What follows belongs to an exercise in optimizing a design on an open flow for small area and a short achievable clock period; a production flow would make more cautious choices. At most, simulation tests tie the RTL to the original design; equivalence was not proved. Function not checked in run 7: the RTL went through the layout flow alone. Power and IR drop assume default switching activity.

`constraint.sdc`:
```
create_clock -name core_clock -period 8.0 [get_ports {clk}]
set_input_delay 1.6000 -clock core_clock [delete_from_list [all_inputs] [get_ports {clk}]]
set_output_delay 1.6000 -clock core_clock [all_outputs]
set_load 0.01 [all_outputs]
```
`design.v`:
```
package fpu_pkg;
	typedef logic [31:0] float_t;         
	typedef logic signed [31:0] word_t;   
	typedef logic [7:0] exp_t;            
	typedef logic [22:0] frac_t;          
	localparam exp_t EXP_BIAS = 8'd127;
	localparam exp_t EXP_SPECIAL = 8'd255;   
	localparam exp_t EXP_INT_MIN = 8'd150;   
	localparam exp_t EXP_FTOI_MAX = 8'd158;  
	typedef struct packed {
		logic [5:0] op1;  
		logic [4:0] fmt;  
		logic [5:0] op2;  
	} fpu_instr_t;
	localparam logic [5:0] OPC_COP1 = 6'b010001;
	localparam logic [4:0] FMT_S = 5'b10000;
	localparam logic [4:0] FMT_W_TO_S = 5'b00100;  
	localparam logic [4:0] FMT_S_TO_W = 5'b00000;  
	localparam logic [5:0] FN_ABS = 6'd5;
	localparam logic [5:0] FN_NEG = 6'd7;
	localparam logic [5:0] FN_FLOOR = 6'd15;
	localparam logic [5:0] FN_CVT = 6'd0;  
	typedef logic [2:0] op_code_t;
	localparam op_code_t OP_ABS = 3'd0;
	localparam op_code_t OP_NEG = 3'd1;
	localparam op_code_t OP_FLOOR = 3'd2;
	localparam op_code_t OP_FTOI = 3'd3;
	localparam op_code_t OP_ITOF = 3'd4;
	typedef struct packed {
		logic invalid;
		logic div0;     
		logic nan;
		logic ovf;
	} fpu_exc_t;
endpackage
`timescale 1ns/1ns
module fpu_decode (
	input logic [16:0] instr_w,
	output logic is_abs,
	output logic is_neg,
	output logic is_floor,
	output logic is_ftoi,
	output logic is_itof,
	output logic invalid
);
	logic cop1;
	logic fmt_s;
	logic cvt;
	assign cop1 = (instr_w[16:11] == 6'b010001);
	assign fmt_s = (instr_w[10:6] == 5'b10000);
	assign cvt = (instr_w[5:0] == 6'd0);
	assign is_abs = cop1 & fmt_s & (instr_w[5:0] == 6'd5);
	assign is_neg = cop1 & fmt_s & (instr_w[5:0] == 6'd7);
	assign is_floor = cop1 & fmt_s & (instr_w[5:0] == 6'd15);
	assign is_ftoi = cop1 & cvt & (instr_w[10:6] == 5'b00000);
	assign is_itof = cop1 & cvt & (instr_w[10:6] == 5'b00100);
	assign invalid = ~(is_abs | is_neg | is_floor | is_ftoi | is_itof);
endmodule
`timescale 1ns/1ns
module fp_floor (
	input logic [31:0] x,
	output logic [31:0] a,
	output logic cin,
	output logic tiny,           
	output logic neg_one         
);
	logic s;
	logic [7:0] e;
	logic [22:0] f;
	logic is_nan;
	logic [22:0] clr;            
	assign s = x[31];
	assign e = x[30:23];
	assign f = x[22:0];
	assign is_nan = (e == 8'hff) && (f != '0);
	assign tiny = (e < 8'd127);
	assign neg_one = s & (x[30:0] != '0);
	always_comb begin
		for (int i = 0; i < 23; i++) begin
			clr[i] = (e < 8'(150 - i));  
		end
	end
	assign cin = s & (|(f & clr));
	always_comb begin
		a = {s, e, f | {is_nan, 22'd0}};
		for (int i = 0; i < 23; i++) begin
			if (clr[i]) begin
				a[i] = cin;
			end
		end
	end
endmodule
`timescale 1ns/1ns
module fp_to_int (
	input logic [31:0] x,
	output logic [31:0] d,       
	output logic [4:0] r,        
	output logic in_range,       
	output logic min_int,        
	output logic ovf,
	output logic nan
);
	logic s;
	logic [7:0] e;
	logic [22:0] f;
	assign s = x[31];
	assign e = x[30:23];
	assign f = x[22:0];
	assign d = {1'b1, f, 8'd0};
	assign r = 5'(5'd29 - e[4:0]);   
	assign in_range = (e >= 8'd126) && (e <= 8'd157);
	assign nan = (e == 8'hff) && (f != '0);
	assign min_int = s && (e == 8'd158) && (f == '0);
	assign ovf = ((e > 8'd158) && !nan) || ((e == 8'd158) && !(s && (f == '0)));
endmodule
`timescale 1ns/1ns
module int_to_fp (
	input logic [31:0] x,
	input logic [31:0] n,        
	output logic [31:0] d,       
	output logic [4:0] lz,
	output logic [31:0] a,
	output logic cin
);
	logic s;
	logic [31:0] u;
	logic z;
	logic [4:0] lead;
	logic [7:0] e;
	assign s = x[31];
	assign u = x ^ {32{s}};
	always_comb begin
		for (int i = 0; i < 32; i++) begin
			d[i] = u[31 - i];
		end
	end
	logic [15:0] z1;
	logic [15:0] c1;
	logic [7:0] z2;
	logic [1:0] c2 [8];
	logic [3:0] z3;
	logic [2:0] c3 [4];
	logic [1:0] z4;
	logic [3:0] c4 [2];
	always_comb begin
		for (int j = 0; j < 16; j++) begin
			z1[j] = ~(u[2*j+1] | u[2*j]);
			c1[j] = ~u[2*j+1];
		end
		for (int j = 0; j < 8; j++) begin
			z2[j] = z1[2*j+1] & z1[2*j];
			c2[j] = z1[2*j+1] ? {1'b1, c1[2*j]} : {1'b0, c1[2*j+1]};
		end
		for (int j = 0; j < 4; j++) begin
			z3[j] = z2[2*j+1] & z2[2*j];
			c3[j] = z2[2*j+1] ? {1'b1, c2[2*j]} : {1'b0, c2[2*j+1]};
		end
		for (int j = 0; j < 2; j++) begin
			z4[j] = z3[2*j+1] & z3[2*j];
			c4[j] = z3[2*j+1] ? {1'b1, c3[2*j]} : {1'b0, c3[2*j+1]};
		end
	end
	assign z = z4[1] & z4[0];
	assign lz = z4[1] ? {1'b1, c4[0]} : {1'b0, c4[1]};
	assign lead = ~lz;
	assign e = z ? {1'b0, {6{s}}, 1'b0} : (8'd127 + {3'd0, lead});
	assign cin = s ? (n[7] | (n[8] & (&n[6:0])))
		: (n[7] & (n[8] | (|n[6:0])));
	assign a = {s, e, n[30:8]};
endmodule
`timescale 1ns/1ns
module fpu_result (
	input logic clk,
	input logic rst_n,
	input logic is_abs,
	input logic is_neg,
	input logic is_floor,
	input logic is_ftoi,
	input logic is_itof,
	input logic invalid,
	input logic [31:0] x1,
	input logic [31:0] x2,
	input logic [31:0] fl_a,
	input logic fl_cin,
	input logic fl_tiny,
	input logic fl_neg_one,
	input logic [31:0] ft_d,
	input logic [4:0] ft_r,
	input logic ft_in_range,
	input logic ft_min_int,
	input logic ft_ovf,
	input logic ft_nan,
	input logic [31:0] it_d,
	input logic [4:0] it_lz,
	output logic [31:0] it_n,
	input logic [31:0] it_a,
	input logic it_cin,
	output logic [31:0] y,
	output logic [3:0] exc
);
	logic sel_sgn;
	logic sel_fl;
	logic sel_ft;
	logic sel_it;
	logic fl_small;
	logic sh_s;
	logic [31:0] sh_d;
	logic [4:0] sh_r;
	logic [31:0] sh_o;
	logic [31:0] a;
	logic cin;
	logic [3:0] exc_d;
	assign sh_s = is_itof ? x2[31] : x1[31];
	assign sh_d = is_itof ? it_d : (ft_d ^ {32{x1[31]}});
	assign sh_r = is_itof ? it_lz : ft_r;
	logic [31:0] sh_1;
	logic [31:0] sh_2;
	logic [31:0] sh_3;
	logic [31:0] sh_4;
	assign sh_1 = sh_r[4] ? {{16{sh_s}}, sh_d[31:16]} : sh_d;
	assign sh_2 = sh_r[3] ? {{8{sh_s}}, sh_1[31:8]} : sh_1;
	assign sh_3 = sh_r[2] ? {{4{sh_s}}, sh_2[31:4]} : sh_2;
	assign sh_4 = sh_r[1] ? {{2{sh_s}}, sh_3[31:2]} : sh_3;
	assign sh_o = sh_r[0] ? {sh_s, sh_4[31:1]} : sh_4;
	always_comb begin
		for (int i = 0; i < 32; i++) begin
			it_n[i] = sh_o[31 - i];
		end
	end
	assign sel_sgn = rst_n & (is_abs | is_neg);
	assign sel_fl = rst_n & is_floor & ~fl_tiny;
	assign sel_ft = rst_n & is_ftoi & ft_in_range;
	assign sel_it = rst_n & is_itof;
	assign fl_small = rst_n & is_floor & fl_tiny;
	assign a = ({32{sel_sgn}} & {is_neg & ~x1[31], x1[30:0]})
		| ({32{sel_fl}} & fl_a)
		| ({32{sel_ft}} & {x1[31], sh_o[31:1]})
		| ({32{sel_it}} & it_a)
		| {(fl_small & x1[31]) | (rst_n & is_ftoi & ft_min_int), 1'b0, {7{fl_small & fl_neg_one}}, 23'd0};
	assign cin = (sel_fl & fl_cin) | (sel_ft & sh_o[0]) | (sel_it & it_cin);
	assign exc_d = {rst_n & invalid, 1'b0, rst_n & is_ftoi & ft_nan, rst_n & is_ftoi & ft_ovf};
	logic [31:0] a_q;
	logic cin_q;
	always_ff @(posedge clk) begin
		a_q <= a;
		cin_q <= cin;
		exc <= exc_d;
	end
	logic [7:0] grp;             
	logic [7:0] gpre;            
	logic [31:0] pre;            
	always_comb begin
		for (int j = 0; j < 8; j++) begin
			grp[j] = &a_q[4*j +: 4];
		end
		gpre[0] = 1'b1;
		for (int j = 1; j < 8; j++) begin
			gpre[j] = gpre[j-1] & grp[j-1];
		end
		for (int j = 0; j < 8; j++) begin
			pre[4*j] = gpre[j];
			pre[4*j+1] = gpre[j] & a_q[4*j];
			pre[4*j+2] = gpre[j] & a_q[4*j] & a_q[4*j+1];
			pre[4*j+3] = gpre[j] & a_q[4*j] & a_q[4*j+1] & a_q[4*j+2];
		end
	end
	assign y = a_q ^ ({32{cin_q}} & pre);
endmodule
`timescale 1ns/1ns
module fpu_unit (
	input logic clk,
	input logic rst_n,
	input logic [16:0] instr,
	input logic [31:0] x1,    
	input logic signed [31:0] x2,     
	output logic [31:0] y,
	output logic [3:0] exc
);
	logic is_abs, is_neg, is_floor, is_ftoi, is_itof, invalid;
	logic [31:0] fl_a;
	logic fl_cin;
	logic fl_tiny;
	logic fl_neg_one;
	logic [31:0] ft_d;
	logic [4:0] ft_r;
	logic ft_in_range;
	logic ft_min_int;
	logic ft_ovf;
	logic ft_nan;
	logic [31:0] it_d;
	logic [4:0] it_lz;
	logic [31:0] it_n;
	logic [31:0] it_a;
	logic it_cin;
	fpu_decode fpu_decode_i (
		.instr_w  (instr),
		.is_abs   (is_abs),
		.is_neg   (is_neg),
		.is_floor (is_floor),
		.is_ftoi  (is_ftoi),
		.is_itof  (is_itof),
		.invalid  (invalid)
	);
	fp_floor fp_floor_i (
		.x       (x1),
		.a       (fl_a),
		.cin     (fl_cin),
		.tiny    (fl_tiny),
		.neg_one (fl_neg_one)
	);
	fp_to_int fp_to_int_i (
		.x        (x1),
		.d        (ft_d),
		.r        (ft_r),
		.in_range (ft_in_range),
		.min_int  (ft_min_int),
		.ovf      (ft_ovf),
		.nan      (ft_nan)
	);
	int_to_fp int_to_fp_i (
		.x   (x2),
		.n   (it_n),
		.d   (it_d),
		.lz  (it_lz),
		.a   (it_a),
		.cin (it_cin)
	);
	fpu_result fpu_result_i (
		.clk         (clk),
		.rst_n       (rst_n),
		.is_abs      (is_abs),
		.is_neg      (is_neg),
		.is_floor    (is_floor),
		.is_ftoi     (is_ftoi),
		.is_itof     (is_itof),
		.invalid     (invalid),
		.x1          (x1),
		.x2          (x2),
		.fl_a        (fl_a),
		.fl_cin      (fl_cin),
		.fl_tiny     (fl_tiny),
		.fl_neg_one  (fl_neg_one),
		.ft_d        (ft_d),
		.ft_r        (ft_r),
		.ft_in_range (ft_in_range),
		.ft_min_int  (ft_min_int),
		.ft_ovf      (ft_ovf),
		.ft_nan      (ft_nan),
		.it_d        (it_d),
		.it_lz       (it_lz),
		.it_n        (it_n),
		.it_a        (it_a),
		.it_cin      (it_cin),
		.y           (y),
		.exc         (exc)
	);
endmodule
```
`config.mk`:
```
export PLATFORM = sky130hd
export DESIGN_NAME = fpu_unit
export DESIGN_NICKNAME = fpu_unit
export VERILOG_FILES = /design/flow/design.v
export SDC_FILE = /design/flow/constraint.sdc
export NUM_CORES = 4
export LEC_CHECK = 0
export ABC_AREA = 1
export CAP_MARGIN = 20
export CORE_MARGIN = 2
export CORE_UTILIZATION = 35
export CTS_BUF_LIST = sky130_fd_sc_hd__clkbuf_8
export GPL_ROUTABILITY_DRIVEN = 0
export SETUP_SLACK_MARGIN = 3.6
export SLEW_MARGIN = 20
```
`standard.sh`:
```
#!/bin/bash
# synth_recipe.tcl (not shown) runs the flow's synth.tcl, then flattens the netlist and writes it again
# the make line also repeats each setting of config.mk as NAME=value (left out here)
make -C /OpenROAD-flow-scripts/flow DESIGN_CONFIG=/design/flow/config.mk WORK_HOME=/design/flow/orfs CLKGATE_MAP_FILE= SYNTH_SCRIPT=/design/flow/synth_recipe.tcl "${@:-finish}"
```
`flow/run.sh`:
```
#!/bin/bash
# standard layout, with plain buffers on the ports instead of delay buffers
set -euo pipefail
export BUFFER_PORTS_ARGS="-buffer_cell sky130_fd_sc_hd__buf_1"
bash standard.sh finish > standard.log 2>&1
```
==> flow_summary_export.csv, run 1 <==
group,metric,value,unit
run_status,status,"no timing/DRC/antenna violations",
finish,final_core_util,39.9,%
clock_tree,clk_pin_slew_worst_paths,100,ps
routing,drc,0,
clock_tree,cts_hold_buf,0,
placed_design,io_buffers,117,
floorplanning,die_area,20700,um^2
synth,synth_area,6850,um^2
finish,final_cells,1617,
grt,antenna_found_initial,0,
sta,finalMaxSlewViolations,0,
synth,yosysSeqAreaShare,10.5,%
sta,max_freq,233,MHz
grt,gr-total-overflow,0,
setup_path,cp_max_fo,4,
setup_path,crit_family,"simple AND/OR/NAND/NOR gates",
setup_path,crit_arrival,2690,ps
synth,yosys_warnings,6,
finish,drive_above_1_share,9.76,%
floorplanning,die_w,144,um
setup_path,crit_chain,"nand2_2 > nor2_4 > nand4_1 > buf_4 > nor2_4 > nand2_2 > nor2_4 > nand3_2 > nor2_2 > nand2_2 > nor3_4 > nand2_2 > nor2_2 > nand2_1 > xnor2_1 > buf_2",
min_path,min_path_cells,3,
power_and_ir_drop,powerDensity,99.5,nW/um^2
setup_path,cpPeakStageDelay,360,ps
clock_tree,clockRootBuffer,"clkbuf_8",
setup_path,critPathRequiredTime,6400,ps
grt,track_usage,24.4,%
clock_tree,clock_path_buffers,2,
setup_path,crit_type,"flop to output port",
clock_tree,cts_inserted_buffers,5,
routing,drtAntennaViolNets,0,
grt,grt_pass1_vias,7741,
clock_tree,cts.sinks,36,
clock_tree,h-tree-depth,2,
placed_design,post-dp-hpwl,20.4,mm
setup_path,timing.critical_path.buf_inv,2,
floorplanning,die_h,144,um
setup_path,cp_slowest_cell,"dfxtp_2",
sta,fin_crit_sh,53.6,%
synth,synthFlopType,"dfxtp_1",
sta,tightest_slew,1050,ps
floorplanning,start_util,35.4,%
floorplanning,coreArea,19300,um^2
synth,syn-num-nets,1355,
sta,worst_slack,3710,ps
min_path,whs_endpoint,"fpu_result_i.a_q[12]$_DFF_P_",
routing,firstDrtPassIters,7,
sta,timing.final.crit_period,4290,ps
sta,finalSetupTns,0,ps
setup_path,cp_common_cell,"nand2_2",
synth,synth.avg_cell_area,5.41,um^2
synth,async_flop_share,0,%
synth,syn_inst,1267,
setup_path,critPathCaptureType,"output port",
routing,wl_per_cell,16.2,um
power_and_ir_drop,static-leakage-power,3.62,nW
min_path,min_from,"x1[12]",
sta,holdWs,1600,ps
synth,synth_seq_cells,36,
routing,wl,26.2,mm
finish,n_antenna_cell,0,
placed_design,dp.cells,1594,
grt,grt_max_degree,42,
clock_tree,cts_tree,"yes",
finish,synthToLayoutAreaGrowth,12.7,%
sta,hold_viol_final,0,
finish,nNetsFinal,1439,
min_path,min_path_type,"input port to flop",
run,drv_cap,0,
synth,synth_edf_count,0,
grt,grt_pass1_wl,39.9,mm
placed_design,dp_slack,2670,ps
placed_design,place_area,7250,um^2
sta,max_slew_margin,29.7,%
routing,first_iter_violations,1316,
power_and_ir_drop,total_power,0.768,mW
routing,viasPerCell,5.48,
synth,ys_types,51,
routing,vias,8854,
floorplanning,io_pins,119,
sta,setup-violations-final,0,
finish,design_area,7720,um^2
setup_path,startpoint_type,"flop",
power_and_ir_drop,ir_drop,0.0689,mV
floorplanning,num_rows,51,
sta,rsz0062_at_grt,"yes",
==> kinds of logic after synthesis <==
kind of cell / share of synthesized area (%)
adder cells (fa/ha/maj): 0.913
AND/OR/NAND/NOR: 51.4
buffers and inverters: 12.7
multiplexers: 0.292
XOR/XNOR: 6.12
flip-flops: 10.5
AO/OA/AOI/OAI: 18.0
other: 0.0547
==> cell usage in the layout (no fill, tap or decap), types with 15 or more instances in the layout <==
cell type	instances
nand2_1	426
nand3_1	166
inv_1	120
buf_1	112
nor2_1	83
o21ai_0	60
a21oi_1	46
dfxtp_1	31
nand2_2	29
o21ai_1	28
xnor2_1	23
xor2_1	22
a22oi_1	22
buf_4	15
==> synthesized netlist by cell type, drive strengths merged (2+ instances only) <==
cell	n	share of area [%]
nand2	469	27
nand3	181	15
inv	125	6.9
nor2	104	6.7
o21ai	89	6.6
a21oi	49	3.9
buf	46	5.1
dfxtp	36	11
xnor2	25	3.3
a22oi	23	2.5
xor2	22	2.8
nand4	13	1.2
clkbuf	12	0.66
o211ai	12	1.3
a31oi	9	0.91
o22ai	9	0.82
nor3	8	0.66
nor4	6	0.55
ha	5	0.91
o2111ai	5	0.64
o221ai	3	0.38
a211oi	2	0.22
and2	2	0.18
mux2i	2	0.29
o21a	2	0.22
or2	2	0.18
==> report_power, final <==
part	leakage [nW]	internal (mW)	switching (mW)
Clock	0.0645	0.110	0.0772
Sequential	0.293	0.179	0.000123
Combinational	3.26	0.119	0.282
Total	3.62	0.409	0.360
==> sequential cells by signal (all words and copies together) (netlist names) <==
signal and count:
fpu_result_i.a_q 32, fpu_result_i.cin_q 1, fpu_result_i.exc 3
==> worst max path at each step <==
stage | start | end | cells past startpoint
after global routing | fpu_result_i.a_q[2]$_DFF_P_ | y[19] | 16
after CTS | instr[5] | fpu_result_i.cin_q$_DFF_P_ | 19
after detailed placement | x2[31] | fpu_result_i.cin_q$_DFF_P_ | 23
final | fpu_result_i.a_q[2]$_DFF_P_ | y[19] | 16
after global placement | x2[31] | fpu_result_i.cin_q$_DFF_P_ | 23
after floorplan | fpu_result_i.a_q[1]$_DFF_P_ | y[19] | 14
==> routing by layer <==
| layer | track usage, % | share of wire [%] | wire length, um | up-vias |
|---|---|---|---|---|
| li1 | - | - | - | 4334 |
| met1 | 33.4 | 42 | 11000 | 3926 |
| met2 | 37.1 | 42 | 10900 | 489 |
| met3 | 3.27 | 9.8 | 2580 | 105 |
| met4 | 12.9 | 6.2 | 1620 | 0 |
| met5 | 0 | 0 | 0 | - |
==> what timing repair did <==
item                                    CTS  global route
endpoints found under the setup margin   35            34
gates cloned                              1             2
hold endpoints to repair                  0             0
resized for setup                        19            40
pin swaps                                 3            13
buffers inserted                          1            11
==> final cells by class <==
cell class                      instances  area (um^2)
Tap cell                              265          332
Clock buffer                            7         96.3
Timing Repair Buffer                  132          578
Inverter                              126          488
Fill cell                            2210        11600
Clock inverter                          1         30.0
Multi-Input combinational cell       1050         5470
Sequential cell                        36          727
==> run 2: changes to the inputs <==
--- a/config.mk
+++ b/config.mk
@@ -11,5 +11,4 @@
 export CORE_UTILIZATION = 35
 export CTS_BUF_LIST = sky130_fd_sc_hd__clkbuf_8
-export GPL_ROUTABILITY_DRIVEN = 0
-export SETUP_SLACK_MARGIN = 3.6
+export SETUP_SLACK_MARGIN = 3.75
 export SLEW_MARGIN = 20
==> run 2 against run 1 <==
  * Critical endpoint is now fpu_result_i.a_q[20]$_DFF_P_
  * Clock power is essentially flat
  * Combinational power rose by 4%
  * Final area grew 3.6%
  * Wire length up 3.3%
  * Setup slack gained 150 ps
  * Still clean on timing, DRC and antenna
  * Non-clock buffer count rose by 22
  * Flip-flop and latch count did not move
  * Synthesized cell count unchanged
==> flow_summary_export.csv, run 2 <==
group,metric,value,unit
finish,n_antenna_cell,0,
finish,largest_register,"fpu_result_i.a_q",
routing,viasPerCell,5.42,
synth,synth_seq_cells,36,
sta,max_freq,242,MHz
setup_path,startpoint_type,"input port",
placed_design,io_buffers,117,
sta,max_slew_margin,36.7,%
synth,synth_area_leaders,"nand2_1 (24%), nand3_1 (12%), dfxtp_1 (11%)",
floorplanning,num_rows,51,
synth,ys_types,51,
power_and_ir_drop,ir_drop,0.0878,mV
setup_path,timing.critical_path.buf_inv,2,
setup_path,startpoint,"x1[30]",
routing,wl,27.0,mm
clock_tree,cts.sinks,36,
clock_tree,cts_tree,"yes",
clock_tree,cts_inserted_buffers,5,
routing,drc,0,
setup_path,crit_chain,"buf_1 > inv_2 > nor2_1 > nand2_1 > o21ai_0 > o21ai_0 > nand2_1 > o2111ai_1 > nor2_1 > nand3_2 > nand2_4 > nand2_1 > a22oi_1 > nand3_1",
placed_design,post-dp-hpwl,20.9,mm
run,drv_cap,0,
grt,gr-total-overflow,0,
synth,synth_area,6850,um^2
synth,syn-num-nets,1355,
sta,finalMaxSlewViolations,0,
floorplanning,coreArea,19300,um^2
setup_path,cp_slowest_cell,"o21ai_0",
setup_path,cpPeakStageDelay,460,ps
min_path,min_path_type,"input port to flop",
synth,async_flop_share,0,%
finish,final_common_cell,"nand2_1",
clock_tree,clk_pin_slew_worst_paths,90,ps
synth,yosys_warnings,6,
grt,grt_pass1_wl,41.0,mm
sta,tightest_slew,950,ps
sta,finalSetupTns,0,ps
placed_design,gp_congestion,1.01,
setup_path,crit_type,"input port to flop",
min_path,min_from,"x1[12]",
finish,top_regs,"fpu_result_i.a_q (32), fpu_result_i.exc (3), fpu_result_i.cin_q (1)",
run_status,status,"no timing/DRC/antenna violations",
clock_tree,cts_hold_buf,0,
grt,grt_pass1_vias,7941,
clock_tree,clockRootBuffer,"clkbuf_8",
sta,setup-violations-final,0,
setup_path,cp_common_cell,"nand2_1",
clock_tree,clock_path_buffers,2,
sta,timing.final.crit_period,4140,ps
synth,syn_inst,1267,
placed_design,place_area,7250,um^2
finish,synthToLayoutAreaGrowth,16.8,%
setup_path,critPathCaptureType,"flop",
finish,nNetsFinal,1465,
routing,first_iter_violations,1079,
sta,hold_viol_final,0,
routing,firstDrtPassIters,8,
routing,vias,8906,
power_and_ir_drop,total_power,0.784,mW
setup_path,cp_max_fo,9,
synth,ys_top_cells_by_count,"nand2_1 (435), nand3_1 (167), inv_1 (121)",
synth,synthFlopType,"dfxtp_1",
sta,fin_crit_sh,51.7,%
routing,drtAntennaViolNets,0,
setup_path,crit_cells,14,
routing,wl_per_cell,16.5,um
floorplanning,die_w,144,um
clock_tree,h-tree-depth,2,
floorplanning,io_pins,119,
synth,synth_edf_count,0,
floorplanning,die_area,20700,um^2
grt,antenna_found_initial,0,
power_and_ir_drop,static-leakage-power,3.78,nW
sta,worst_slack,3860,ps
sta,rsz0062_at_grt,"yes",
finish,final_cell_mix,"nand2_1 (427), nand3_1 (165), inv_1 (119), buf_1 (111), nor2_1 (83)",
finish,final_core_util,41.4,%
grt,grt_max_degree,42,
placed_design,dp_slack,2590,ps
setup_path,crit_family,"compound AO/OA/AOI/OAI gates",
finish,drive_above_1_share,11.9,%
synth,yosysMostFrequentCell,"nand2_1",
synth,synth.avg_cell_area,5.41,um^2
finish,largest_reg_flops,32,
finish,design_area,8000,um^2
synth,synth_top_cell_by_area,"nand2_1",
power_and_ir_drop,powerDensity,97.9,nW/um^2
setup_path,crit_arrival,4320,ps
synth,yosysSeqAreaShare,10.5,%
floorplanning,die_h,144,um
floorplanning,start_util,35.4,%
synth,synth_top_area_share,23.8,%
setup_path,critPathRequiredTime,8180,ps
setup_path,crit_end,"fpu_result_i.a_q[20]$_DFF_P_",
grt,track_usage,25.3,%
run 2: cell counts after synthesis:
Identical to the previous run, type by type.
run 2: logic make-up (layout without fill, tap and decap cells):
logic type / Yosys count / after routing / synth area share (%)
AO/OA/AOI/OAI: 207 / 208 / 18.0
multiplexers: 2 / 2 / 0.292
buffers and inverters: 184 / 288 / 12.7
XOR/XNOR: 47 / 47 / 6.12
AND/OR/NAND/NOR: 785 / 791 / 51.4
other: 1 / 1 / 0.0547
flip-flops: 36 / 36 / 10.5
adder cells (fa/ha/maj): 5 / 5 / 0.913
run 2: repair_timing:
item / 4_1_cts / 5_1_grt
endpoints found under the setup margin: 39 / 38
resized for setup: 29 / 46
pin swaps: 7 / 10
hold endpoints to repair: 0 / 0
cloned: 2 / 5
setup buffers: 16 / 18
run 2: worst min-delay path by stage:
stage / endpoint / cells after the start
2_1_floorplan: fpu_result_i.a_q[10]$_DFF_P_ / 2
3_3_place_gp: fpu_result_i.a_q[12]$_DFF_P_ / 3
3_5_place_dp: fpu_result_i.a_q[12]$_DFF_P_ / 3
4_1_cts: fpu_result_i.a_q[12]$_DFF_P_ / 3
5_1_grt: fpu_result_i.a_q[12]$_DFF_P_ / 3
6_report: fpu_result_i.a_q[12]$_DFF_P_ / 3
run 2: final cells by class:
| class | instances | area (um^2) |
|---|---|---|
| clock buffer | 7 | 96.3 |
| clock inverter | 1 | 30.0 |
| fill | 2181 | 11300 |
| inverter | 126 | 492 |
| multi-input combinational | 1054 | 5550 |
| sequential | 36 | 728 |
| tap | 265 | 332 |
| timing repair buffer | 154 | 772 |
run 2: power breakdown:
group	total (mW)	switching [mW]	internal, mW
registers	0.179	0.000117	0.179
clock network	0.185	0.0750	0.110
logic	0.419	0.291	0.128
total	0.784	0.366	0.418
run 2: per-stage QoR:
step	hold WS, ps	instances
6_report	1600	1643
5_1_grt	1610	1643
4_1_cts	1590	1620
3_5_place_dp	1890	1594
3_3_place_gp	1890	1594
2_1_floorplan	1740	1267
run 2: worst min-delay path: stages:
cell and delay, ps:
buf_1 100, a22oi_1 90, nand3_1 70
run 2: per-layer routing:
layer / part of all wire [%] / GRT usage [%] / wire, um / vias to the layer above
met5: 0 / 0 / 0 / -
met4: 6.5 / 14.0 / 1760 / 0
met3: 8.9 / 3.03 / 2400 / 94
met2: 42 / 38.8 / 11400 / 489
met1: 43 / 34.4 / 11500 / 3925
li1: - / - / - / 4398
==> run 3: changes to the inputs <==
--- a/config.mk
+++ b/config.mk
@@ -9,5 +9,5 @@
 export CAP_MARGIN = 20
 export CORE_MARGIN = 2
-export CORE_UTILIZATION = 35
+export CORE_UTILIZATION = 30
 export CTS_BUF_LIST = sky130_fd_sc_hd__clkbuf_8
 export SETUP_SLACK_MARGIN = 3.75
==> run 3 against run 2 <==
  * Critical path type unchanged
  * Sequential power about the same
  * Flip-flop and latch count did not move
  * Utilization fell by 6.3 points
  * Critical endpoint is now fpu_result_i.a_q[23]$_DFF_P_
  * Die area increased by 16%
  * Worst hold slack got worse by 11 ps
  * Area after synthesis unchanged
  * Setup slack is essentially flat
  * Maximum frequency about the same
==> flow_summary_export.csv, run 3 <==
group,metric,value,unit
run_status,status,"no timing/DRC/antenna violations",
synth,synth_top_family_by_area,"simple AND/OR/NAND/NOR gates",
synth,syn-num-nets,1355,
floorplanning,die_w,155,um
finish,largest_register,"fpu_result_i.a_q",
clock_tree,cts_hold_buf,0,
routing,firstDrtPassIters,6,
synth,synth.avg_cell_area,5.41,um^2
clock_tree,clockRootBuffer,"clkbuf_8",
sta,fin_crit_sh,51.7,%
finish,design_area,7910,um^2
power_and_ir_drop,power.internal,0.395,mW
routing,wl_per_cell,16.7,um
synth,ys_top_cells_by_count,"nand2_1 (435), nand3_1 (167), inv_1 (121)",
synth,synth_edf_count,0,
floorplanning,die_h,155,um
floorplanning,start_util,30.4,%
grt,track_usage,21.9,%
placed_design,post-dp-hpwl,21.3,mm
sta,finalSetupTns,0,ps
sta,rsz0062_at_grt,"yes",
synth,syn_inst,1267,
clock_tree,clk_pin_slew_worst_paths,110,ps
floorplanning,coreArea,22500,um^2
clock_tree,clock_path_buffers,2,
power_and_ir_drop,combPwrFrac,53.9,%
power_and_ir_drop,powerDensity,96.9,nW/um^2
routing,drc,0,
power_and_ir_drop,clkPwrFrac,22.7,%
sta,timing.final.crit_period,4140,ps
setup_path,cp_max_fo,6,
sta,max_slew_margin,22.3,%
run,drv_cap,0,
clock_tree,cts.sinks,36,
sta,holdWs,1590,ps
finish,top_regs,"fpu_result_i.a_q (32), fpu_result_i.exc (3), fpu_result_i.cin_q (1)",
clock_tree,h-tree-depth,2,
finish,n_antenna_cell,0,
synth,synthSimpleGateAreaFrac,51.4,%
setup_path,crit_type,"input port to flop",
placed_design,io_buffers,117,
synth,synth_fa_ha_area_share,0.913,%
sta,finalMaxSlewViolations,0,
finish,final_common_cell,"nand2_1",
synth,synth-xor-area-share,6.12,%
power_and_ir_drop,total_power,0.766,mW
min_path,min_path_cells,3,
setup_path,crit_arrival,4330,ps
power_and_ir_drop,static-leakage-power,3.68,nW
min_path,min_path_type,"input port to flop",
floorplanning,io_pins,119,
synth,yosysSeqAreaShare,10.5,%
synth,yosysMostFrequentCell,"nand2_1",
finish,synthToLayoutAreaGrowth,15.4,%
placed_design,gp_congestion,1.06,
finish,final_cell_mix,"nand2_1 (425), nand3_1 (164), inv_1 (120), buf_1 (111), nor2_1 (83)",
power_and_ir_drop,ir_drop,0.0586,mV
finish,largest_reg_flops,32,
min_path,whs_endpoint,"fpu_result_i.exc[1]$_DFF_P_",
finish,nNetsFinal,1447,
setup_path,critPathRequiredTime,8190,ps
grt,antenna_found_initial,1,
setup_path,critPathCaptureType,"flop",
synth,synth_area,6850,um^2
synth,synthFlopType,"dfxtp_1",
sta,setup-violations-final,0,
synth,synth_mux_area_share,0.292,%
routing,wl,27.5,mm
grt,grt_pass1_wl,42.0,mm
synth,synth_compound_area_share,18.0,%
grt,gr-total-overflow,0,
power_and_ir_drop,p_sw,0.371,mW
synth,ys_types,51,
placed_design,place_area,7270,um^2
min_path,min_from,"rst_n",
routing,first_iter_violations,1136,
finish,drive_above_1_share,10.8,%
sta,tightest_slew,1150,ps
clock_tree,cts_inserted_buffers,5,
floorplanning,die_area,24100,um^2
power_and_ir_drop,power_switching_share,48.4,%
synth,yosys_warnings,6,
routing,drtAntennaViolNets,0,
synth,synth_top_area_share,23.8,%
clock_tree,cts_tree,"yes",
setup_path,startpoint_type,"input port",
sta,hold_viol_final,0,
synth,async_flop_share,0,%
synth,synth_seq_cells,36,
grt,grt_max_degree,42,
routing,viasPerCell,5.50,
power_and_ir_drop,seqPwrFrac,23.4,%
routing,vias,9054,
grt,grt_pass1_vias,8076,
synth,synth_area_leaders,"nand2_1 (24%), nand3_1 (12%), dfxtp_1 (11%)",
synth,synth_top_cell_by_area,"nand2_1",
floorplanning,num_rows,55,
sta,max_freq,242,MHz
run 3: critical path, cell delays in order:
cell and delay [ps]:
buf_1 230, inv_1 150, nand4_1 100, nor4_1 270, nand3_1 190, o41ai_1 960
o21ai_0 210, a31oi_1 430, o21ai_0 180
run 3: worst max path at each step:
stage                                     start  depth (start not counted)                      endpoint
floorplan           fpu_result_i.a_q[1]$_DFF_P_                         14                         y[19]
global placement                         x2[31]                         20    fpu_result_i.cin_q$_DFF_P_
detailed placement                       x2[31]                         23    fpu_result_i.cin_q$_DFF_P_
CTS                                      x1[24]                         20    fpu_result_i.cin_q$_DFF_P_
global route                             x2[31]                         24    fpu_result_i.cin_q$_DFF_P_
finish                                    x1[1]                          9  fpu_result_i.a_q[23]$_DFF_P_
run 3: stage by stage:
stage          std cells  utilization [%]  worst slack [ps]
6_report            1645             35.1              3860
5_1_grt             1645             35.1              3690
4_1_cts             1632             33.8              3650
3_5_place_dp        1613             32.3              2580
3_3_place_gp        1613             32.3              2610
2_1_floorplan       1267                -              4110
run 3: power groups by stage:
stage / logic, mW / registers (mW) / clock network [mW]
2_1_floorplan: 0.291 / 0.184 / 0
3_3_place_gp: 0.378 / 0.184 / 0
3_5_place_dp: 0.379 / 0.184 / 0
4_1_cts: 0.388 / 0.179 / 0.173
5_1_grt: 0.456 / 0.179 / 0.181
6_report: 0.413 / 0.179 / 0.174
run 3: what timing repair did:
item / CTS / global route
gates resized for setup: 34 / 43
setup endpoints to repair: 43 / 39
gates cloned: 2 / 5
pin swaps: 6 / 14
setup buffers: 9 / 8
hold endpoints to repair: 0 / 0
run 3: per-layer routing:
layer	global-route usage, %	share of wire (%)
met1	29.3	42
met2	34.7	43
met3	3.51	9.6
met4	9.61	5.9
met5	0	0
run 3: cells by family (layout without fill, tap and decap cells):
| kind of cell | count (synthesis) | after routing |
|---|---|---|
| AOI/OAI and AO/OA | 207 | 208 |
| xor gates and xnor gates | 47 | 47 |
| adders and majority gates | 5 | 5 |
| buffers and inverters | 184 | 270 |
| DFF | 36 | 36 |
| muxes | 2 | 2 |
| other | 1 | 1 |
| and+or+nand+nor | 785 | 791 |
run 3: cell type report:
class                   count  area [um^2]
flip-flops and latches     36          728
fillers                  2573        14600
well taps                 285          357
clock buffers               5         68.8
clock inverters             3         42.5
inverters                 126          495
repair buffers            136          624
multi-input cells        1054         5590
==> run 4: changes to the inputs <==
--- a/config.mk
+++ b/config.mk
@@ -9,6 +9,6 @@
 export CAP_MARGIN = 20
 export CORE_MARGIN = 2
-export CORE_UTILIZATION = 30
+export CORE_UTILIZATION = 40
 export CTS_BUF_LIST = sky130_fd_sc_hd__clkbuf_8
-export SETUP_SLACK_MARGIN = 3.75
+export SETUP_SLACK_MARGIN = 3.9
 export SLEW_MARGIN = 20
==> run 4 against run 3 <==
  * First-iteration DRC count decreased by 26%
  * Clock power decreased by about 20%
  * Die area decreased by 24%
  * Utilization increased by 14 points
  * Synthesized cell count unchanged
  * Combinational power increased by 4.8%
  * Count of clock-buffer cells in the layout increased by 1
==> flow_summary_export.csv, run 4 <==
group,metric,value,unit
run_status,status,"no timing/DRC/antenna violations",
synth,yosys_warnings,6,
synth,synth.avg_cell_area,5.41,um^2
sta,max_freq,252,MHz
finish,final_common_cell,"nand2_1",
routing,wl_per_cell,17.2,um
power_and_ir_drop,ir_drop,0.0589,mV
synth,synth_top_cell_by_area,"nand2_1",
clock_tree,cts_tree,"yes",
sta,fin_crit_sh,49.6,%
synth,ys_top_cells_by_count,"nand2_1 (435), nand3_1 (167), inv_1 (121)",
clock_tree,cts.sinks,36,
sta,tightest_slew,894,ps
min_path,min_path_type,"input port to flop",
setup_path,startpoint_type,"input port",
power_and_ir_drop,power.internal,0.380,mW
clock_tree,clk_pin_slew_worst_paths,80,ps
synth,syn_inst,1267,
synth,synthFlopType,"dfxtp_1",
power_and_ir_drop,static-leakage-power,3.84,nW
power_and_ir_drop,combPwrFrac,57.6,%
setup_path,timing.critical_path.buf_inv,4,
run,drv_cap,0,
finish,final_cells,1602,
finish,nNetsFinal,1468,
routing,drc,0,
floorplanning,die_w,135,um
synth,yosysSeqAreaShare,10.5,%
sta,setup-violations-final,0,
setup_path,crit_family,"simple AND/OR/NAND/NOR gates",
floorplanning,die_area,18200,um^2
routing,drtAntennaViolNets,0,
synth,synth_area_leaders,"nand2_1 (24%), nand3_1 (12%), dfxtp_1 (11%)",
clock_tree,clock_path_buffers,2,
grt,grt_max_degree,42,
sta,holdWs,1580,ps
finish,fillerInstances,1864,
placed_design,gp_congestion,1.04,
sta,rsz0062_at_grt,"yes",
setup_path,critPathRequiredTime,8180,ps
finish,synthToLayoutAreaGrowth,19.0,%
synth,synth_top_area_share,23.8,%
clock_tree,h-tree-depth,2,
routing,first_iter_violations,840,
power_and_ir_drop,seqPwrFrac,23.8,%
grt,antenna_found_initial,3,
setup_path,cpPeakStageDelay,260,ps
finish,top_regs,"fpu_result_i.a_q (32), fpu_result_i.exc (3), fpu_result_i.cin_q (1)",
floorplanning,num_rows,47,
setup_path,critPathCaptureType,"flop",
finish,largest_reg_flops,32,
routing,wl,27.5,mm
grt,gr-usage-met1,38.0,%
setup_path,cp_slowest_cell,"nor2_1",
placed_design,io_buffers,117,
floorplanning,io_pins,119,
sta,finalSetupTns,0,ps
grt,grt_pass1_vias,7765,
synth,synth_seq_cells,36,
power_and_ir_drop,p_sw,0.371,mW
clock_tree,cts_inserted_buffers,5,
grt,top_usage_layer,"met2",
synth,ys_types,51,
setup_path,crit_cells,20,
routing,viasPerCell,5.63,
grt,gr-total-overflow,0,
routing,firstDrtPassIters,6,
placed_design,post-dp-hpwl,20.3,mm
min_path,min_path_cells,3,
floorplanning,die_h,135,um
synth,synth_area,6850,um^2
grt,grt_pass1_wl,40.3,mm
sta,finalMaxSlewViolations,0,
grt,grtUsageMet3,4.13,%
sta,max_slew_margin,40.3,%
routing,vias,9017,
synth,async_flop_share,0,%
finish,drive_above_1_share,13.8,%
setup_path,cp_max_fo,18,
grt,track_usage,28.1,%
setup_path,cp_common_cell,"nand2_1",
synth,syn-num-nets,1355,
floorplanning,coreArea,16600,um^2
sta,hold_viol_final,0,
setup_path,crit_arrival,4150,ps
setup_path,crit_type,"input port to flop",
placed_design,dp.cells,1549,
floorplanning,start_util,41.2,%
sta,timing.final.crit_period,3970,ps
power_and_ir_drop,clkPwrFrac,18.6,%
finish,largest_register,"fpu_result_i.a_q",
finish,final_cell_mix,"nand2_1 (421), nand3_1 (162), inv_1 (121), buf_1 (108), nor2_1 (79)",
power_and_ir_drop,powerDensity,92.2,nW/um^2
synth,synth_edf_count,0,
setup_path,crit_chain,"buf_2 > inv_1 > nor2_1 > inv_1 > nand2_1 > nand2_1 > nand2_4 > nand2_8 > nor2_4 > o21ai_0 > o211ai_1 > o21ai_1 > nand2_1 > nand3_1 > nand2_1 > nand2_1 > nand3_1 > o21ai_0 > inv_1 > nand2_1",
power_and_ir_drop,power_switching_share,49.4,%
clock_tree,clockRootBuffer,"clkbuf_8",
synth,yosysMostFrequentCell,"nand2_1",
finish,final_core_util,49.0,%
grt,use_met2,44.0,%
[run 4: path summary, 6_finish.rpt]
kind,from,slack (ps),end
setup / recovery,x1[24],4030,fpu_result_i.cin_q$_DFF_P_
hold / removal,x1[12],1580,fpu_result_i.a_q[12]$_DFF_P_
[run 4: tightest hold or removal path, cell delays in order]
cell	delay (ps)
buf_1	90
a22oi_1	100
nand3_1	70
[run 4: metrics by stage]
step | power [mW] | setup slack [ps] | instance area [um^2]
2_1_floorplan | 0.475 | 4110 | 6850
3_5_place_dp | 0.563 | 2640 | 7200
3_3_place_gp | 0.562 | 2700 | 7200
4_1_cts | 0.710 | 3860 | 7590
5_1_grt | 0.802 | 3830 | 8150
6_report | 0.752 | 4030 | 8150
[run 4: layout make-up]
class	count	area [um^2]	share of cell area [%]
diodes	1	2.50	0.0307
clock buffers	6	82.6	1.01
clock inverters	2	7.51	0.0921
inverters	126	500	6.14
multi-input cells	1057	5770	70.8
flip-flops and latches	36	728	8.93
well taps	220	275	3.38
repair buffers	154	781	9.58
[run 4: logic make-up after synthesis]
kind of cell             count (synthesis)  share of synthesized area, %
AND/OR/NAND/NOR                        785                          51.4
other                                    1                        0.0547
flip-flops                              36                          10.5
buffers and inverters                  184                          12.7
XOR/XNOR                                47                          6.12
multiplexers                             2                         0.292
adder cells (fa/ha/maj)                  5                         0.913
AO/OA/AOI/OAI                          207                          18.0
[run 4: power by group through the flow]
| stage | Clock, mW | Sequential [mW] | Combinational (mW) |
|---|---|---|---|
| finish | 0.140 | 0.179 | 0.433 |
| global placement | 0 | 0.184 | 0.378 |
| global route | 0.149 | 0.179 | 0.474 |
| floorplan | 0 | 0.184 | 0.291 |
| CTS | 0.143 | 0.179 | 0.388 |
| detailed placement | 0 | 0.184 | 0.379 |
[run 4: routing by layer]
metal,routed length (um),vias up,part of all wire [%]
met2,11900,463,43
met5,0,-,0
met1,11500,4050,42
li1,-,4406,-
met4,1610,0,5.8
met3,2480,98,9.0
[run 4: what timing repair did]
item,4_1_cts,5_1_grt
buffers inserted,11,22
resized for setup,49,72
endpoints found under the hold margin,0,0
hold buffers,0,0
endpoints found under the setup margin,44,37
pin swaps,9,25
gates cloned,2,9
==> run 5: changes to the inputs <==
--- a/design.v
+++ b/design.v
@@ -240,11 +240,4 @@
 	assign cin = (sel_fl & fl_cin) | (sel_ft & sh_o[0]) | (sel_it & it_cin);
 	assign exc_d = {rst_n & invalid, 1'b0, rst_n & is_ftoi & ft_nan, rst_n & is_ftoi & ft_ovf};
-	logic [31:0] a_q;
-	logic cin_q;
-	always_ff @(posedge clk) begin
-		a_q <= a;
-		cin_q <= cin;
-		exc <= exc_d;
-	end
 	logic [7:0] grp;             
 	logic [7:0] gpre;            
@@ -252,5 +245,5 @@
 	always_comb begin
 		for (int j = 0; j < 8; j++) begin
-			grp[j] = &a_q[4*j +: 4];
+			grp[j] = &a[4*j +: 4];
 		end
 		gpre[0] = 1'b1;
@@ -260,10 +253,13 @@
 		for (int j = 0; j < 8; j++) begin
 			pre[4*j] = gpre[j];
-			pre[4*j+1] = gpre[j] & a_q[4*j];
-			pre[4*j+2] = gpre[j] & a_q[4*j] & a_q[4*j+1];
-			pre[4*j+3] = gpre[j] & a_q[4*j] & a_q[4*j+1] & a_q[4*j+2];
+			pre[4*j+1] = gpre[j] & a[4*j];
+			pre[4*j+2] = gpre[j] & a[4*j] & a[4*j+1];
+			pre[4*j+3] = gpre[j] & a[4*j] & a[4*j+1] & a[4*j+2];
 		end
 	end
-	assign y = a_q ^ ({32{cin_q}} & pre);
+	always_ff @(posedge clk) begin
+		y <= a ^ ({32{cin}} & pre);
+		exc <= exc_d;
+	end
 endmodule
 `timescale 1ns/1ns
--- a/config.mk
+++ b/config.mk
@@ -9,6 +9,6 @@
 export CAP_MARGIN = 20
 export CORE_MARGIN = 2
-export CORE_UTILIZATION = 40
+export CORE_UTILIZATION = 35
 export CTS_BUF_LIST = sky130_fd_sc_hd__clkbuf_8
-export SETUP_SLACK_MARGIN = 3.9
+export SETUP_SLACK_MARGIN = 3.0
 export SLEW_MARGIN = 20
==> run 5 against run 4 <==
  * Utilization down 6.5 points
  * Via count is 8.1% higher
  * Sequential share of layout area shrank 0.78 points
  * Final area up 5.5%
  * Largest power group unchanged
==> flow_summary_export.csv, run 5 <==
group,metric,value,unit
clock_tree,cts_hold_buf,0,
placed_design,dp.cells,1667,
synth,syn-num-nets,1425,
finish,final_cell_mix,"nand2_1 (440), nand3_1 (234), inv_1 (119), buf_1 (111), nor2_1 (91)",
sta,max_slew_margin,49.4,%
sta,finalMaxSlewViolations,0,
placed_design,dp_slack,1630,ps
grt,grt_pass1_vias,8508,
synth,async_flop_share,0,%
synth,syn_inst,1337,
synth,synth_seq_cells,35,
setup_path,crit_type,"input port to flop",
sta,setup-violations-final,0,
floorplanning,num_rows,52,
routing,firstDrtPassIters,8,
sta,rsz0062_at_grt,"yes",
placed_design,post-dp-hpwl,22.5,mm
finish,final_cells,1718,
clock_tree,cts_inserted_buffers,5,
floorplanning,die_area,21700,um^2
finish,n_antenna_cell,0,
clock_tree,clock_path_buffers,2,
synth,ys_types,55,
sta,max_freq,210,MHz
synth,synth_edf_count,0,
finish,largest_register,"fpu_result_i.y",
synth,yosys_warnings,6,
finish,design_area,8600,um^2
power_and_ir_drop,static-leakage-power,4.36,nW
sta,timing.final.crit_period,4760,ps
synth,synth_area_leaders,"nand2_1 (24%), nand3_1 (17%), dfxtp_1 (9.7%)",
grt,antenna_found_initial,0,
floorplanning,io_pins,119,
floorplanning,die_h,147,um
run_status,status,"no timing/DRC/antenna violations",
grt,track_usage,25.7,%
setup_path,cp_slowest_cell,"clkinv_2",
sta,worst_slack,3240,ps
synth,synth.avg_cell_area,5.39,um^2
finish,top_regs,"fpu_result_i.y (32), fpu_result_i.exc (3)",
sta,holdWs,1630,ps
finish,largest_reg_flops,32,
synth,synth_top_area_share,23.8,%
routing,wl_per_cell,17.8,um
grt,grt_max_degree,39,
placed_design,io_buffers,117,
sta,tightest_slew,758,ps
synth,yosysSeqAreaShare,9.73,%
synth,ys_top_cells_by_count,"nand2_1 (457), nand3_1 (249), inv_1 (119)",
routing,drtAntennaViolNets,0,
setup_path,cpPeakStageDelay,450,ps
clock_tree,cts_tree,"yes",
routing,vias,9751,
setup_path,critPathRequiredTime,8180,ps
routing,drc,0,
synth,synthFlopType,"dfxtp_1",
placed_design,place_area,7610,um^2
clock_tree,cts.sinks,35,
setup_path,critPathCaptureType,"flop",
routing,wl,30.6,mm
floorplanning,start_util,35.6,%
sta,finalSetupTns,0,ps
min_path,min_path_type,"input port to flop",
clock_tree,h-tree-depth,2,
routing,viasPerCell,5.68,
synth,yosysMostFrequentCell,"nand2_1",
setup_path,crit_family,"simple AND/OR/NAND/NOR gates",
setup_path,startpoint_type,"input port",
sta,fin_crit_sh,59.6,%
floorplanning,coreArea,20200,um^2
finish,nNetsFinal,1535,
setup_path,cp_max_fo,28,
power_and_ir_drop,powerDensity,90.8,nW/um^2
grt,gr-total-overflow,0,
power_and_ir_drop,ir_drop,0.0482,mV
setup_path,crit_arrival,4950,ps
setup_path,timing.critical_path.buf_inv,5,
sta,hold_viol_final,0,
run,drv_cap,0,
floorplanning,die_w,147,um
grt,grt_pass1_wl,44.4,mm
placed_design,gp_congestion,1.02,
routing,first_iter_violations,1121,
setup_path,crit_chain,"buf_1 > nor2_1 > nand3_2 > clkinv_1 > nand2_2 > nor3_1 > nand2_1 > inv_1 > nand3_1 > clkinv_2 > nand3_1 > nand3_2 > nand2_2 > nor2_2 > nand2_2 > nor2_8 > nand4_4 > nor2_8 > nand2_2 > xor2_1 > inv_1",
finish,final_core_util,42.5,%
finish,final_common_cell,"nand2_1",
clock_tree,clk_pin_slew_worst_paths,80,ps
synth,synth_area,7200,um^2
power_and_ir_drop,total_power,0.781,mW
finish,drive_above_1_share,13.3,%
finish,synthToLayoutAreaGrowth,19.4,%
setup_path,cp_common_cell,"nand2_2",
clock_tree,clockRootBuffer,"clkbuf_8",
synth,synth_top_cell_by_area,"nand2_1",
-- run 5: cell types whose count changed in the layout (fill, tap and decap cells not counted), sizes merged, moves of 6 or more --
cell	previous run	this run
nand3	182	265
nand2	477	493
o22ai	9	3
nor2	104	118
a31oi	9	2
nand3b	0	7
nand4	13	19
o21ai	89	44
-- run 5: cells by family (layout without fill, tap and decap cells) --
kind of cell / after synthesis / count (layout) / share of synthesized area (%)
other: 1 / 1 / 0.0521
buffers and inverters: 193 / 294 / 12.8
flip-flops: 35 / 35 / 9.73
XOR/XNOR: 54 / 54 / 6.67
AND/OR/NAND/NOR: 911 / 919 / 58.4
AO/OA/AOI/OAI: 138 / 140 / 11.6
adder cells (fa/ha/maj): 5 / 5 / 0.869
-- run 5: path summary, 6_finish.rpt --
path	end	start	depth (start not counted)	slack, ps
setup / recovery	fpu_result_i.y[28]$_DFF_P_	instr[3]	21	3240
hold / removal	fpu_result_i.exc[1]$_DFF_P_	rst_n	3	1630
-- run 5: layout make-up --
class                           instances  area [um^2]
Fill cell                            2313        11600
Multi-Input combinational cell       1119         6050
Timing Repair Buffer                  154          888
Sequential cell                        35          701
Inverter                              131          528
Tap cell                              270          338
Clock buffer                            5         68.8
Clock inverter                          3         16.3
Timing Repair inverter                  1         7.51
-- run 5: repair_timing --
action / 4_1_cts / 5_1_grt
setup endpoints to repair: 31 / 31
pin swaps: 5 / 18
resized for setup: 29 / 80
gates cloned: 3 / 10
setup buffers: 10 / 20
-- run 5: power breakdown --
group	switching, mW	total [mW]	internal (mW)	leakage [nW]
Clock	0.0670	0.127	0.0596	0.0453
Combinational	0.331	0.480	0.149	4.03
Sequential	0.0000846	0.174	0.174	0.282
Total	0.398	0.781	0.383	4.36
-- run 5: metal layers --
| metal | wire length, um | up-vias | GRT usage (%) |
|---|---|---|---|
| met2 | 13100 | 616 | 41.2 |
| met4 | 2140 | 0 | 13.0 |
| li1 | - | 4611 | - |
| met1 | 12400 | 4368 | 33.5 |
| met5 | 0 | - | 0 |
| met3 | 2970 | 156 | 3.95 |
==> run 6: changes to the inputs <==
--- a/config.mk
+++ b/config.mk
@@ -11,4 +11,4 @@
 export CORE_UTILIZATION = 35
 export CTS_BUF_LIST = sky130_fd_sc_hd__clkbuf_8
-export SETUP_SLACK_MARGIN = 3.0
+export SETUP_SLACK_MARGIN = 2.5
 export SLEW_MARGIN = 20
==> run 6 against run 5 <==
  * Still clean
  * Utilization shrank 3.9 points
  * Global-route usage fell by 0.62 points
  * Die area did not move
  * Wire length down 7.5%
  * Sequential share of layout area is 0.83 points higher
  * Critical path depth stayed put
  * Via count fell by 4.9%
  * Worst hold slack lost 9.0 ps
  * Setup slack worse by 430 ps
  * Final cell count decreased by 2.3%
  * Largest power group unchanged
==> flow_summary_export.csv, run 6 <==
group,metric,value,unit
run_status,status,"no timing/DRC/antenna violations",
grt,antenna_found_initial,0,
floorplanning,die_w,147,um
finish,top_regs,"fpu_result_i.y (32), fpu_result_i.exc (3)",
setup_path,cp_max_fo,23,
floorplanning,die_area,21700,um^2
setup_path,startpoint,"x1[30]",
synth,synth_area_leaders,"nand2_1 (24%), nand3_1 (17%), dfxtp_1 (9.7%)",
sta,tightest_slew,999,ps
synth,ys_types,55,
floorplanning,start_util,35.6,%
synth,synth_top_family_by_area,"simple AND/OR/NAND/NOR gates",
finish,largest_reg_flops,32,
sta,max_freq,193,MHz
finish,final_cell_mix,"nand2_1 (453), nand3_1 (249), inv_1 (120), buf_1 (116), nor2_1 (100)",
sta,max_slew_margin,33.3,%
clock_tree,cts_hold_buf,0,
sta,fin_crit_sh,64.9,%
synth,syn_inst,1337,
routing,drc,0,
finish,final_common_cell,"nand2_1",
clock_tree,clockRootBuffer,"clkbuf_8",
finish,register_area,701,um^2
synth,synth.avg_cell_area,5.39,um^2
clock_tree,clk_pin_slew_worst_paths,90,ps
finish,drive_above_1_share,7.52,%
setup_path,critPathRequiredTime,8180,ps
finish,synthToLayoutAreaGrowth,8.34,%
setup_path,crit_arrival,5370,ps
placed_design,gp_congestion,1.02,
placed_design,place_area,7610,um^2
grt,track_usage,25.1,%
finish,design_area,7800,um^2
power_and_ir_drop,static-leakage-power,4.03,nW
sta,setup-violations-final,0,
routing,vias,9272,
synth,synthFlopType,"dfxtp_1",
power_and_ir_drop,total_power,0.731,mW
run,drv_cap,0,
finish,largest_register,"fpu_result_i.y",
setup_path,startpoint_type,"input port",
synth,synth_edf_count,0,
synth,synth_top_cell_by_area,"nand2_1",
grt,grt_max_degree,39,
sta,hold_viol_final,0,
sta,rsz0062_at_grt,"yes",
min_path,min_path_cells,3,
finish,fillerInstances,2380,
routing,viasPerCell,5.52,
power_and_ir_drop,powerDensity,93.7,nW/um^2
grt,grt_pass1_vias,8401,
setup_path,critPathCaptureType,"flop",
placed_design,io_buffers,117,
placed_design,dp.cells,1667,
routing,wl_per_cell,16.9,um
synth,yosysMostFrequentCell,"nand2_1",
sta,finalMaxSlewViolations,0,
routing,firstDrtPassIters,5,
routing,wl,28.3,mm
floorplanning,io_pins,119,
floorplanning,coreArea,20200,um^2
synth,async_flop_share,0,%
clock_tree,clock_path_buffers,2,
min_path,min_from,"rst_n",
synth,synth_top_area_share,23.8,%
finish,multi_input_area,5670,um^2
grt,grt_pass1_wl,43.4,mm
synth,synth-xor-area-share,6.67,%
synth,yosysSeqAreaShare,9.73,%
floorplanning,num_rows,52,
finish,nNetsFinal,1496,
power_and_ir_drop,ir_drop,0.0493,mV
sta,finalSetupTns,0,ps
synth,synth_mux_area_share,0,%
clock_tree,cts_tree,"yes",
synth,synth_compound_area_share,11.6,%
clock_tree,h-tree-depth,2,
min_path,whs_endpoint,"fpu_result_i.exc[1]$_DFF_P_",
sta,timing.final.crit_period,5190,ps
synth,synthSimpleGateAreaFrac,58.4,%
setup_path,crit_type,"input port to flop",
synth,synth_fa_ha_area_share,0.869,%
grt,gr-total-overflow,0,
placed_design,post-dp-hpwl,22.5,mm
synth,yosys_warnings,6,
synth,ys_top_cells_by_count,"nand2_1 (457), nand3_1 (249), inv_1 (119)",
routing,first_iter_violations,996,
finish,final_cells,1679,
synth,synth_area,7200,um^2
synth,syn-num-nets,1425,
floorplanning,die_h,147,um
clock_tree,cts.sinks,35,
min_path,min_path_type,"input port to flop",
finish,n_antenna_cell,0,
routing,drtAntennaViolNets,0,
synth,synth_seq_cells,35,
clock_tree,cts_inserted_buffers,5,
-- run 6: worst max-delay path by stage --
stage | to | slack, ps | cells after the start
2_1_floorplan | fpu_result_i.y[25]$_DFF_P_ | 3550 | 24
6_report | fpu_result_i.y[28]$_DFF_P_ | 2810 | 21
5_1_grt | fpu_result_i.y[25]$_DFF_P_ | 2500 | 24
3_5_place_dp | fpu_result_i.y[28]$_DFF_P_ | 1630 | 29
3_3_place_gp | fpu_result_i.y[28]$_DFF_P_ | 1630 | 27
4_1_cts | fpu_result_i.y[11]$_DFF_P_ | 2510 | 26
-- run 6: cell families (layout without fill, tap and decap cells) --
family	count (synthesis)	count (layout)
AND/OR/NAND/NOR	911	911
adder cells (fa/ha/maj)	5	5
other	1	1
flip-flops	35	35
AO/OA/AOI/OAI	138	140
XOR/XNOR	54	54
buffers and inverters	193	263
-- run 6: where the power goes --
| part | internal, mW | switching (mW) | leakage (nW) | total [mW] |
|---|---|---|---|---|
| sequential | 0.174 | 0.0000859 | 0.282 | 0.174 |
| combinational | 0.123 | 0.306 | 3.70 | 0.429 |
| clock | 0.0596 | 0.0684 | 0.0453 | 0.128 |
| total | 0.357 | 0.374 | 4.03 | 0.731 |
-- run 6: final cells by class --
class,instances,area share [%]
clock buffers,5,0.882
clock inverters,3,0.208
inverters,131,6.49
multi-input cells,1111,72.7
flip-flops and latches,35,8.98
well taps,270,4.33
repair buffers,124,6.40
-- run 6: timing repair --
action / CTS / global route
pin swaps: 1 / 2
endpoints found under the setup margin: 31 / 31
resized for setup: 7 / 14
setup buffers: 2 / 0
cloned: 0 / 2
-- run 6: stage by stage --
stage	utilization, %	hold slack [ps]	worst slack [ps]
floorplan	-	1770	3550
global placement	37.6	1940	1630
detailed placement	37.6	1940	1630
CTS	38.2	1630	2510
global route	38.6	1670	2500
finish	38.6	1620	2810
-- run 6: layer usage --
layer  vias to the layer above  track usage (%)  wire [um]  part of all wire (%)
li1                       4524                -          -                     -
met1                      4142             32.8      11700                    41
met2                       495             40.6      12300                    43
met3                       111             3.86       2650                   9.4
met4                         0             11.7       1680                   5.9
met5                         -                0          0                     0
-- run 6: critical path, stage by stage --
cell and delay, ps:
buf_1 320, inv_1 180, nor2_1 320, inv_1 120, nand2_1 310, nor2_1 120
a21oi_1 230, o21ai_0 120, nor2_1 110, nand2_1 100, nand2_2 370, nand2_1 100
a22oi_1 360, nand2_1 100, a31oi_1 280, nor2_1 120, nand4_4 160, nor2_8 60
nand2_2 100, xor2_1 140, inv_1 50
==> run 7: changes to the inputs <==
--- a/design.v
+++ b/design.v
@@ -42,4 +42,5 @@
 	output logic is_ftoi,
 	output logic is_itof,
+	output logic src_int,        
 	output logic invalid
 );
@@ -55,4 +56,5 @@
 	assign is_ftoi = cop1 & cvt & (instr_w[10:6] == 5'b00000);
 	assign is_itof = cop1 & cvt & (instr_w[10:6] == 5'b00100);
+	assign src_int = instr_w[8];
 	assign invalid = ~(is_abs | is_neg | is_floor | is_ftoi | is_itof);
 endmodule
@@ -178,4 +180,5 @@
 	input logic is_ftoi,
 	input logic is_itof,
+	input logic src_int,
 	input logic invalid,
 	input logic [31:0] x1,
@@ -211,7 +214,7 @@
 	logic cin;
 	logic [3:0] exc_d;
-	assign sh_s = is_itof ? x2[31] : x1[31];
-	assign sh_d = is_itof ? it_d : (ft_d ^ {32{x1[31]}});
-	assign sh_r = is_itof ? it_lz : ft_r;
+	assign sh_s = src_int ? x2[31] : x1[31];
+	assign sh_d = src_int ? it_d : (ft_d ^ {32{x1[31]}});
+	assign sh_r = src_int ? it_lz : ft_r;
 	logic [31:0] sh_1;
 	logic [31:0] sh_2;
@@ -240,26 +243,36 @@
 	assign cin = (sel_fl & fl_cin) | (sel_ft & sh_o[0]) | (sel_it & it_cin);
 	assign exc_d = {rst_n & invalid, 1'b0, rst_n & is_ftoi & ft_nan, rst_n & is_ftoi & ft_ovf};
+	logic [31:0] a_q;
+	logic cin_q;
+	always_ff @(posedge clk) begin
+		a_q <= a;
+		cin_q <= cin;
+		exc <= exc_d;
+	end
 	logic [7:0] grp;             
 	logic [7:0] gpre;            
-	logic [31:0] pre;            
+	logic [7:0] gc;              
+	logic [31:0] c;              
 	always_comb begin
 		for (int j = 0; j < 8; j++) begin
-			grp[j] = &a[4*j +: 4];
+			grp[j] = &a_q[4*j +: 4];
 		end
 		gpre[0] = 1'b1;
-		for (int j = 1; j < 8; j++) begin
-			gpre[j] = gpre[j-1] & grp[j-1];
-		end
+		gpre[1] = grp[0];
+		gpre[2] = grp[0] & grp[1];
+		gpre[3] = gpre[2] & grp[2];
+		gpre[4] = gpre[2] & grp[2] & grp[3];
+		gpre[5] = gpre[4] & grp[4];
+		gpre[6] = gpre[4] & grp[4] & grp[5];
+		gpre[7] = gpre[6] & grp[6];
 		for (int j = 0; j < 8; j++) begin
-			pre[4*j] = gpre[j];
-			pre[4*j+1] = gpre[j] & a[4*j];
-			pre[4*j+2] = gpre[j] & a[4*j] & a[4*j+1];
-			pre[4*j+3] = gpre[j] & a[4*j] & a[4*j+1] & a[4*j+2];
+			gc[j] = cin_q & gpre[j];
+			c[4*j] = gc[j];
+			c[4*j+1] = gc[j] & a_q[4*j];
+			c[4*j+2] = gc[j] & a_q[4*j] & a_q[4*j+1];
+			c[4*j+3] = gc[j] & a_q[4*j] & a_q[4*j+1] & a_q[4*j+2];
 		end
 	end
-	always_ff @(posedge clk) begin
-		y <= a ^ ({32{cin}} & pre);
-		exc <= exc_d;
-	end
+	assign y = a_q ^ c;
 endmodule
 `timescale 1ns/1ns
@@ -273,5 +286,5 @@
 	output logic [3:0] exc
 );
-	logic is_abs, is_neg, is_floor, is_ftoi, is_itof, invalid;
+	logic is_abs, is_neg, is_floor, is_ftoi, is_itof, src_int, invalid;
 	logic [31:0] fl_a;
 	logic fl_cin;
@@ -296,4 +309,5 @@
 		.is_ftoi  (is_ftoi),
 		.is_itof  (is_itof),
+		.src_int  (src_int),
 		.invalid  (invalid)
 	);
@@ -330,4 +344,5 @@
 		.is_ftoi     (is_ftoi),
 		.is_itof     (is_itof),
+		.src_int     (src_int),
 		.invalid     (invalid),
 		.x1          (x1),
--- a/config.mk
+++ b/config.mk
@@ -9,6 +9,5 @@
 export CAP_MARGIN = 20
 export CORE_MARGIN = 2
-export CORE_UTILIZATION = 35
-export CTS_BUF_LIST = sky130_fd_sc_hd__clkbuf_8
-export SETUP_SLACK_MARGIN = 2.5
+export CORE_UTILIZATION = 65
+export SETUP_SLACK_MARGIN = 3.0
 export SLEW_MARGIN = 20
==> run 7 against run 6 <==
  * Critical path depth fell by 1
  * Combinational power grew 6.3%
  * First-iteration DRC count grew 7.0%
  * Global-route usage increased by 17 points
  * Setup slack better by 340 ps
  * Largest power group unchanged
==> flow_summary_export.csv, run 7 <==
group,metric,value,unit
setup_path,crit_arrival,5060,ps
synth,synth_area,6670,um^2
min_path,min_path_type,"input port to flop",
synth,yosysSeqAreaShare,10.8,%
routing,wl,23.8,mm
setup_path,cpPeakStageDelay,640,ps
power_and_ir_drop,ir_drop,0.0729,mV
sta,fin_crit_sh,60.7,%
synth,synth.avg_cell_area,5.59,um^2
synth,syn-num-nets,1304,
floorplanning,io_pins,119,
routing,drc,0,
synth,async_flop_share,0,%
setup_path,crit_type,"input port to flop",
run_status,status,"no timing/DRC/antenna violations",
synth,ys_types,50,
routing,firstDrtPassIters,7,
grt,grt_pass1_wl,37.6,mm
finish,largest_register,"fpu_result_i.a_q",
power_and_ir_drop,powerDensity,112,nW/um^2
sta,tightest_slew,955,ps
grt,gr-total-overflow,0,
synth,synth_top_cell_by_area,"nand2_1",
finish,top_regs,"fpu_result_i.a_q (32), fpu_result_i.exc (3), fpu_result_i.cin_q (1)",
grt,grt_max_degree,46,
finish,fillerInstances,945,
min_path,min_from,"rst_n",
floorplanning,start_util,67.6,%
clock_tree,cts_tree,"yes",
finish,largest_reg_flops,32,
grt,track_usage,42.1,%
setup_path,cp_common_cell,"nand2_1",
min_path,min_path_cells,3,
run,drv_cap,0,
clock_tree,clk_pin_slew_worst_paths,80,ps
setup_path,timing.critical_path.buf_inv,3,
sta,rsz0062_at_grt,"yes",
setup_path,crit_chain,"buf_1 > inv_1 > nor2_2 > clkinv_1 > o211ai_1 > nand3_1 > nand2_1 > nand2_1 > nand3_1 > nand3_1 > nand2_1 > nand2_1 > nand2_1 > nand2_1 > nor2_1 > nand2_1 > nand2_1 > nand2_1 > nand2_1 > nand2_1",
sta,setup-violations-final,0,
routing,vias,8640,
floorplanning,die_w,105,um
floorplanning,die_area,11100,um^2
synth,synth_edf_count,0,
finish,final_cells,1402,
placed_design,gp_congestion,1.05,
synth,synth_top_area_share,24.4,%
clock_tree,clock_path_buffers,2,
synth,ys_top_cells_by_count,"nand2_1 (433), inv_1 (119), nand3_1 (105)",
synth,synthFlopType,"dfxtp_1",
==> run 7: cell count changes after synthesis, moves of 9 or more <==
cell,previous run,this run
nand3_1,249,105
nor2_1,102,69
o211ai_1,7,35
nand2_1,457,433
ha_1,5,28
o21ai_0,35,58
xnor2_1,29,8
o21ai_1,8,22
xor2_1,24,11
a31oi_1,2,12
o221ai_1,2,12
a21oi_1,48,39
==> run 7: stage by stage <==
step / area [um^2] / power, mW / utilization (%) / hold WS [ps] / setup WS (ps)
after floorplan: 6670 / 0.516 / - / 1720 / 4250
after global placement: 6960 / 0.609 / 70.6 / 1860 / 2370
after detailed placement: 6960 / 0.612 / 70.6 / 1860 / 2210
after CTS: 7080 / 0.770 / 71.8 / 1560 / 3070
after global routing: 7110 / 0.843 / 72.0 / 1570 / 2900
final: 7110 / 0.796 / 72.0 / 1550 / 3140
==> run 7: worst max-delay path by stage <==
stage	startpoint	end	cells after the start
6_report	x1[31]	fpu_result_i.cin_q$_DFF_P_	20
3_3_place_gp	x2[31]	fpu_result_i.cin_q$_DFF_P_	24
4_1_cts	x2[31]	fpu_result_i.cin_q$_DFF_P_	22
3_5_place_dp	x2[31]	fpu_result_i.cin_q$_DFF_P_	22
2_1_floorplan	x2[31]	fpu_result_i.a_q[4]$_DFF_P_	18
5_1_grt	x1[31]	fpu_result_i.cin_q$_DFF_P_	22
==> run 7: worst min-delay path, stage by stage <==
cell,delay (ps)
buf_1,100
nand2_1,70
nor2_1,40
==> run 7: area by class of cell <==
cell class | instances | area share, %
multi-input combinational | 979 | 72.5
sequential | 36 | 10.1
timing repair buffer | 121 | 6.71
inverter | 125 | 6.71
tap | 133 | 2.34
clock buffer | 5 | 0.968
clock inverter | 3 | 0.599
==> run 7: cells by family after synthesis <==
kind of cell	synth area share (%)
AO/OA/AOI/OAI	21.4
XOR/XNOR	3.56
adder cells (fa/ha/maj)	5.25
buffers and inverters	12.3
flip-flops	10.8
multiplexers	0.900
other	0.0562
AND/OR/NAND/NOR	45.7
==> run 7: per-layer routing <==
layer | routed length [um] | track usage (%)
met5 | 0 | 0
met4 | 1450 | 22.4
met3 | 3270 | 8.16
met2 | 10000 | 65.7
met1 | 9080 | 54.7
==> run 7: repair_timing <==
| action | in CTS | in global routing |
|---|---|---|
| cloned | 0 | 1 |
| pin swaps | 0 | 1 |
| endpoints found under the hold margin | 0 | 0 |
| endpoints found under the setup margin | 32 | 29 |
| resized for setup | 2 | 7 |
==> run 7: report_power, final <==
| group | internal [mW] | switching (mW) |
|---|---|---|
| registers | 0.179 | 0.0000570 |
| logic | 0.129 | 0.326 |
| clock network | 0.0922 | 0.0684 |
| total | 0.401 | 0.395 |

Setup slack of run 7, layout unchanged: 3.144 ns with ideal ports, 3.156 ns with driving cells assumed (clock clkbuf_16, inputs buf_2), 2.828 ns with port delays also shifted by the 0.328 ns mid clock arrival.
